What follows belongs to an exercise in optimizing a design on an open flow for small area and few clock cycles; a production flow would make more cautious choices.
Only simulation tests tie the RTL to the original design; equivalence was not proved.

== the reference run ==
==> flow/design.v <==
module multi_color_centroid_tracker #(
  parameter int NUM_COLORS = 2,
  parameter int DATA_W     = 12,
  parameter int COORD_W    = 16,
  parameter int CNT_W      = 24,
  parameter int SUM_W      = 40,
  parameter int MIN_PIXELS = 64,
  localparam int SEL_W     = (NUM_COLORS > 1) ? $clog2(NUM_COLORS) : 1,
  localparam int C_W       = DATA_W / 3
) (
  input  logic                          iCLK,
  input  logic                          iRST,
  input  logic                          iEN,
  input  logic                          iFVAL,
  input  logic                          iDATA_VAL,
  input  logic [DATA_W-1:0]             iDATA,
  input  logic [COORD_W-1:0]            iX_Cont,
  input  logic [COORD_W-1:0]            iY_Cont,
  input  logic                          iCFG_WE,
  input  logic [SEL_W-1:0]              iCFG_SEL,
  input  logic [DATA_W-1:0]             iCFG_MEAN,
  input  logic [C_W-1:0]                iCFG_THRESH,
  output logic [NUM_COLORS-1:0]         oOBJ_VAL,
  output logic [NUM_COLORS*COORD_W-1:0] oX_POS,
  output logic [NUM_COLORS*COORD_W-1:0] oY_POS,
  output logic                          oDONE,
  output logic                          oBUSY,
  output logic                          oOVERRUN
);
  localparam int               RHI_W   = SUM_W - COORD_W;      
  localparam int               LO0_W   = COORD_W / 2;          
  localparam int               LO1_W   = COORD_W - LO0_W;      
  localparam int               CLO_W   = 8;                    
  localparam int               STEPS   = 2 * COORD_W;          
  localparam int               STEP_W  = $clog2(STEPS);
  localparam logic [CNT_W-1:0] MIN_CNT = CNT_W'(MIN_PIXELS);
  function automatic logic color_match(input logic [DATA_W-1:0] pix,
                                       input logic [DATA_W-1:0] mean,
                                       input logic [C_W-1:0]    thr);
    logic         ok;
    logic [C_W:0] diff;
    logic [C_W-1:0] mag;
    ok = 1'b1;
    for (int c = 0; c < 3; c++) begin
      diff = {1'b0, pix[c*C_W +: C_W]} - {1'b0, mean[c*C_W +: C_W]};
      mag  = diff[C_W] ? -diff[C_W-1:0] : diff[C_W-1:0];
      if (mag > thr) ok = 1'b0;
    end
    color_match = ok;
  endfunction
  logic fval_q, fall_q;
  logic [NUM_COLORS-1:0][DATA_W-1:0] stg_mean_q, act_mean_q;
  logic [NUM_COLORS-1:0][C_W-1:0]    stg_thr_q, act_thr_q;
  always_ff @(posedge iCLK) begin
    if (iRST) begin
      stg_mean_q <= '0;
      stg_thr_q  <= '0;
    end else if (iCFG_WE && (int'(iCFG_SEL) < NUM_COLORS)) begin
      stg_mean_q[iCFG_SEL] <= iCFG_MEAN;
      stg_thr_q[iCFG_SEL]  <= iCFG_THRESH;
    end
  end
  always_ff @(posedge iCLK) begin
    if (!fval_q) begin
      act_mean_q <= stg_mean_q;
      act_thr_q  <= stg_thr_q;
    end
  end
  logic [NUM_COLORS-1:0]            match, add_en;
  logic [NUM_COLORS-1:0][SUM_W-1:0] acc_x_q, acc_y_q;
  logic [NUM_COLORS-1:0][CNT_W-1:0] acc_cnt_q;
  logic [NUM_COLORS-1:0]            acc_ovf_q;
  logic [NUM_COLORS-1:0]            cx0_q, cx1_q, cy0_q, cy1_q, cc_q;
  logic [NUM_COLORS-1:0][RHI_W-1:0] hi_x, hi_y;
  always_comb begin
    for (int k = 0; k < NUM_COLORS; k++) begin
      match[k]  = iEN & iFVAL & iDATA_VAL &
                  color_match(iDATA,
                              fval_q ? act_mean_q[k] : stg_mean_q[k],
                              fval_q ? act_thr_q[k]  : stg_thr_q[k]);
      add_en[k] = match[k] & ~(fval_q & (acc_ovf_q[k] | (&acc_cnt_q[k])));
    end
  end
  logic [NUM_COLORS-1:0][COORD_W-1:0] lo_x, lo_y;
  logic [NUM_COLORS-1:0]              cx0, cx1, cy0, cy1;
  logic [NUM_COLORS-1:0][CNT_W-1:0]   cnt_nx;
  logic [NUM_COLORS-1:0]              cc;
  for (genvar k = 0; k < NUM_COLORS; k++) begin : g_acc
    logic [COORD_W-1:0] ax, bx, ay, by;
    logic [COORD_W:0]   kx, ky;
    logic [RHI_W:0]     hx, hy;
    logic [CNT_W-1:0]   ac;
    logic [CNT_W:0]     kc;
    assign ax = fval_q ? acc_x_q[k][COORD_W-1:0] : '0;
    assign ay = fval_q ? acc_y_q[k][COORD_W-1:0] : '0;
    assign bx = add_en[k] ? iX_Cont : '0;
    assign by = add_en[k] ? iY_Cont : '0;
    for (genvar i = 0; i <= COORD_W; i++) begin : g_cin
      if (i == 0) begin : g_c0
        assign kx[i] = 1'b0;
        assign ky[i] = 1'b0;
      end else if (i == LO0_W) begin : g_c1
        assign kx[i] = fval_q & cx0_q[k];
        assign ky[i] = fval_q & cy0_q[k];
      end else begin : g_cn
        assign kx[i] = (ax[i-1] & bx[i-1]) | ((ax[i-1] ^ bx[i-1]) & kx[i-1]);
        assign ky[i] = (ay[i-1] & by[i-1]) | ((ay[i-1] ^ by[i-1]) & ky[i-1]);
      end
    end
    for (genvar i = 0; i < COORD_W; i++) begin : g_lo
      assign lo_x[k][i] = ax[i] ^ bx[i] ^ kx[i];
      assign lo_y[k][i] = ay[i] ^ by[i] ^ ky[i];
    end
    assign cx0[k] = (ax[LO0_W-1] & bx[LO0_W-1]) | ((ax[LO0_W-1] ^ bx[LO0_W-1]) & kx[LO0_W-1]);
    assign cy0[k] = (ay[LO0_W-1] & by[LO0_W-1]) | ((ay[LO0_W-1] ^ by[LO0_W-1]) & ky[LO0_W-1]);
    assign cx1[k] = kx[COORD_W];
    assign cy1[k] = ky[COORD_W];
    assign hx[0] = cx1_q[k];
    assign hy[0] = cy1_q[k];
    for (genvar i = 0; i < RHI_W; i++) begin : g_hi
      assign hi_x[k][i] = acc_x_q[k][COORD_W + i] ^ hx[i];
      assign hx[i + 1]  = acc_x_q[k][COORD_W + i] & hx[i];
      assign hi_y[k][i] = acc_y_q[k][COORD_W + i] ^ hy[i];
      assign hy[i + 1]  = acc_y_q[k][COORD_W + i] & hy[i];
    end
    assign ac = fval_q ? acc_cnt_q[k] : '0;
    for (genvar i = 0; i <= CNT_W; i++) begin : g_cc
      if (i == 0) begin : g_c0
        assign kc[i] = add_en[k];
      end else if (i == CLO_W) begin : g_c1
        assign kc[i] = fval_q & cc_q[k];
      end else begin : g_cn
        assign kc[i] = ac[i-1] & kc[i-1];
      end
    end
    for (genvar i = 0; i < CNT_W; i++) begin : g_cnt
      assign cnt_nx[k][i] = ac[i] ^ kc[i];
    end
    assign cc[k] = ac[CLO_W-1] & kc[CLO_W-1];
  end
  always_ff @(posedge iCLK) begin
    for (int k = 0; k < NUM_COLORS; k++) begin
      acc_ovf_q[k] <= fval_q & (acc_ovf_q[k] | (match[k] & (&acc_cnt_q[k])));
      acc_cnt_q[k] <= cnt_nx[k];
      cc_q[k]      <= cc[k];
      cx0_q[k]     <= cx0[k];
      cy0_q[k]     <= cy0[k];
      cx1_q[k]     <= cx1[k];
      cy1_q[k]     <= cy1[k];
      acc_x_q[k]   <= {fval_q ? hi_x[k] : RHI_W'(0), lo_x[k]};
      acc_y_q[k]   <= {fval_q ? hi_y[k] : RHI_W'(0), lo_y[k]};
    end
  end
  logic              run_q, done_q, busy, cap;
  logic [STEP_W-1:0] step_q;
  logic [NUM_COLORS-1:0] out_v_q, acc_valid;
  assign busy = run_q | done_q;
  assign cap  = fall_q & ~busy;
  always_comb begin
    for (int k = 0; k < NUM_COLORS; k++)
      acc_valid[k] = (acc_cnt_q[k] >= MIN_CNT) && !acc_ovf_q[k];
  end
  always_ff @(posedge iCLK) begin
    if (iRST) begin
      fval_q  <= 1'b0;
      fall_q  <= 1'b0;
      run_q   <= 1'b0;
      done_q  <= 1'b0;
      out_v_q <= '0;
    end else begin
      fval_q <= iFVAL;
      fall_q <= fval_q & ~iFVAL;
      done_q <= 1'b0;
      if (cap) begin
        run_q   <= |acc_valid;
        done_q  <= ~|acc_valid;
        out_v_q <= acc_valid;
      end else if (run_q && (&step_q)) begin
        run_q  <= 1'b0;
        done_q <= 1'b1;
      end
    end
  end
  always_ff @(posedge iCLK) begin
    if (cap) step_q <= '0;
    else     step_q <= step_q + 1'b1;
  end
  logic [NUM_COLORS-1:0][SUM_W-1:0] dx_q, dy_q, step_res;
  logic [NUM_COLORS-1:0][CNT_W-1:0] dc_q;
  localparam int DLO_W = 12;
  for (genvar k = 0; k < NUM_COLORS; k++) begin : g_div
    logic [CNT_W:0]       rem_sh, diff, sub_b;
    logic [DLO_W:0]       sc;
    logic [CNT_W-DLO_W+1:0] hi;
    assign rem_sh = dx_q[k][SUM_W-1:COORD_W-1];
    assign sub_b  = {1'b1, ~dc_q[k]};
    assign sc[0]  = 1'b1;
    for (genvar i = 0; i < DLO_W; i++) begin : g_bit
      assign diff[i]   = rem_sh[i] ^ sub_b[i] ^ sc[i];
      assign sc[i + 1] = (rem_sh[i] & sub_b[i]) | ((rem_sh[i] ^ sub_b[i]) & sc[i]);
    end
    assign hi = {1'b0, rem_sh[CNT_W:DLO_W]} + {1'b0, sub_b[CNT_W:DLO_W]} + (CNT_W-DLO_W+2)'(sc[DLO_W]);
    assign diff[CNT_W:DLO_W] = hi[CNT_W-DLO_W:0];
    assign step_res[k] = {hi[CNT_W-DLO_W+1] ? diff[CNT_W-1:0] : rem_sh[CNT_W-1:0],
                          dx_q[k][COORD_W-2:0], hi[CNT_W-DLO_W+1]};
  end
  always_ff @(posedge iCLK) begin
    for (int k = 0; k < NUM_COLORS; k++) begin
      if (cap) begin
        dx_q[k] <= {hi_x[k], acc_x_q[k][COORD_W-1:0]};
        dy_q[k] <= {hi_y[k], acc_y_q[k][COORD_W-1:0]};
        dc_q[k] <= acc_cnt_q[k];
      end else begin
        dx_q[k][SUM_W-1:COORD_W] <= dy_q[k][SUM_W-1:COORD_W];
        dy_q[k][SUM_W-1:COORD_W] <= step_res[k][SUM_W-1:COORD_W];
        if (run_q) begin
          dx_q[k][COORD_W-1:0] <= dy_q[k][COORD_W-1:0];
          dy_q[k][COORD_W-1:0] <= step_res[k][COORD_W-1:0];
        end
      end
    end
  end
  always_comb begin
    oBUSY    = busy;
    oDONE    = done_q;
    oOVERRUN = fall_q & busy;
    for (int k = 0; k < NUM_COLORS; k++) begin
      oOBJ_VAL[k]                  = out_v_q[k] & ~run_q;
      oX_POS[k*COORD_W +: COORD_W] = (out_v_q[k] & ~run_q) ? dx_q[k][COORD_W-1:0] : '0;
      oY_POS[k*COORD_W +: COORD_W] = (out_v_q[k] & ~run_q) ? dy_q[k][COORD_W-1:0] : '0;
    end
  end
endmodule
clock: 8.0 ns
lec_check: 0
cap_margin: 20
core_margin: 2
core_utilization: 40
slew_margin: 20
standard.sh (not shown) runs the stock make flow with config.mk's settings and CLKGATE_MAP_FILE= SYNTH_SCRIPT=/design/flow/synth_recipe.tcl, a recipe that flattens the netlist after the stock synthesis.
==> flow/flow/run.sh <==
#!/bin/bash
# Standard layout with buf_1 port buffers and a clock tree of clkbuf_8 leaf buffers
# (clusters of at most 16 sinks within 60 um) and no dummy loads.
set -euo pipefail
export BUFFER_PORTS_ARGS="-buffer_cell sky130_fd_sc_hd__buf_1"
export CTS_ARGS="-sink_clustering_enable -repair_clock_nets -dont_use_dummy_load -sink_clustering_size 16 -sink_clustering_max_diameter 60 -buf_list \"sky130_fd_sc_hd__clkbuf_8 sky130_fd_sc_hd__clkbuf_16\" -sink_clustering_buffer sky130_fd_sc_hd__clkbuf_8"
bash standard.sh > standard.log 2>&1
The reference run ended with every stage complete and zero timing, DRC or antenna violations.
Testbench counts of the reference run, summed over its fixed seeds: cycles 126,318.
Input-level comparison between the trial run and the reference run:
-- flow/design.v --
<<< the reference run, line 50
  endfunction
  logic fval_q, fall_q;
  logic [NUM_COLORS-1:0][DATA_W-1:0] stg_mean_q, act_mean_q;
  logic [NUM_COLORS-1:0][C_W-1:0]    stg_thr_q, act_thr_q;
  always_ff @(posedge iCLK) begin
    if (iRST) begin
      stg_mean_q <= '0;
      stg_thr_q  <= '0;
    end else if (iCFG_WE && (int'(iCFG_SEL) < NUM_COLORS)) begin
      stg_mean_q[iCFG_SEL] <= iCFG_MEAN;
      stg_thr_q[iCFG_SEL]  <= iCFG_THRESH;
    end
  end
  always_ff @(posedge iCLK) begin
    if (!fval_q) begin
      act_mean_q <= stg_mean_q;
      act_thr_q  <= stg_thr_q;
    end
  end
>>> the trial run, line 50
  endfunction
  logic fval_q, fall_q;
  logic [NUM_COLORS-1:0][DATA_W-1:0] stg_mean_q, act_mean_q, stg_mean_d;
  logic [NUM_COLORS-1:0][C_W-1:0]    stg_thr_q, act_thr_q, stg_thr_d;
  always_comb begin
    for (int k = 0; k < NUM_COLORS; k++) begin
      if (iRST) begin
        stg_mean_d[k] = '0;
        stg_thr_d[k]  = '0;
      end else if (iCFG_WE && (int'(iCFG_SEL) == k)) begin
        stg_mean_d[k] = iCFG_MEAN;
        stg_thr_d[k]  = iCFG_THRESH;
      end else begin
        stg_mean_d[k] = stg_mean_q[k];
        stg_thr_d[k]  = stg_thr_q[k];
      end
    end
  end
  always_ff @(posedge iCLK) begin
    stg_mean_q <= stg_mean_d;
    stg_thr_q  <= stg_thr_d;
    if (!iFVAL || iRST) begin
      act_mean_q <= stg_mean_d;
      act_thr_q  <= stg_thr_d;
    end
  end
<<< the reference run, line 77
      match[k]  = iEN & iFVAL & iDATA_VAL &
                  color_match(iDATA,
                              fval_q ? act_mean_q[k] : stg_mean_q[k],
                              fval_q ? act_thr_q[k]  : stg_thr_q[k]);
      add_en[k] = match[k] & ~(fval_q & (acc_ovf_q[k] | (&acc_cnt_q[k])));
    end
>>> the trial run, line 84
      match[k]  = iEN & iFVAL & iDATA_VAL &
                  color_match(iDATA,
                              act_mean_q[k], act_thr_q[k]);
      add_en[k] = match[k] & ~(fval_q & (acc_ovf_q[k] | (&acc_cnt_q[k])));
    end
==> comparison <==
- Comparing the reference run and the trial run, the higher number of tap instances was measured on the reference run.
- The trial run has pre-CTS setup slack above what the reference run had.
- Compared with the reference run, the trial run instantiates a smaller number of standard cells.
- The trial run packs its core tighter than the reference run.
- Diff the reference run -> the trial run | global-route usage | decrease of 1.2 points
- Between the reference run and the trial run, the flow reports total vias in the final route decreasing by a few percent.
- Per the comparison of the trial run with the reference run, final area shows a reduction of 290 µm², net count of the mapped netlist shows a reduction of 1.1%, number of cells on the critical path shows an increase of 1.
Testbench counts of the trial run, summed over its fixed seeds: cycles 126,318.

[what the ideal ports hide]
In the flow no input, the clock included, has a driving cell. The finished layouts below were timed again as built, in two steps.
Step 1 (the two cells are an assumption about what drives the block):
set clk [get_ports {iCLK}]
set_driving_cell -lib_cell sky130_fd_sc_hd__clkbuf_16 $clk
set_driving_cell -lib_cell sky130_fd_sc_hd__buf_2 [delete_from_list [all_inputs] $clk]
Step 2 moves the port delays by t, midway between the first and last clock arrival at a register: inputs arrive t later, outputs are due t later. That takes back most of the time a late clock gives input paths.
a / b / c = ideal / step 1 / step 2; a / b = the first two.
run	shift t [ns]	setup slack, ns	hold WS [ns]	worst setup path after step 2	slew at the worst register clock pin (ns)
the reference run	0.590	0.400 / 0.439 / -0.150	0.403 / 0.403 / 0.403	input to register	0.11 / 0.11
the trial run	0.593	0.498 / 0.542 / -0.051	0.413 / 0.413 / 0.413	input to register	0.10 / 0.10
Met with ideal ports but missed after step 2: setup timing in the reference run and the trial run. For the reference run, which loses most, drivers alone change the setup slack by +0.039 ns; drivers and shift together by -0.550 ns.
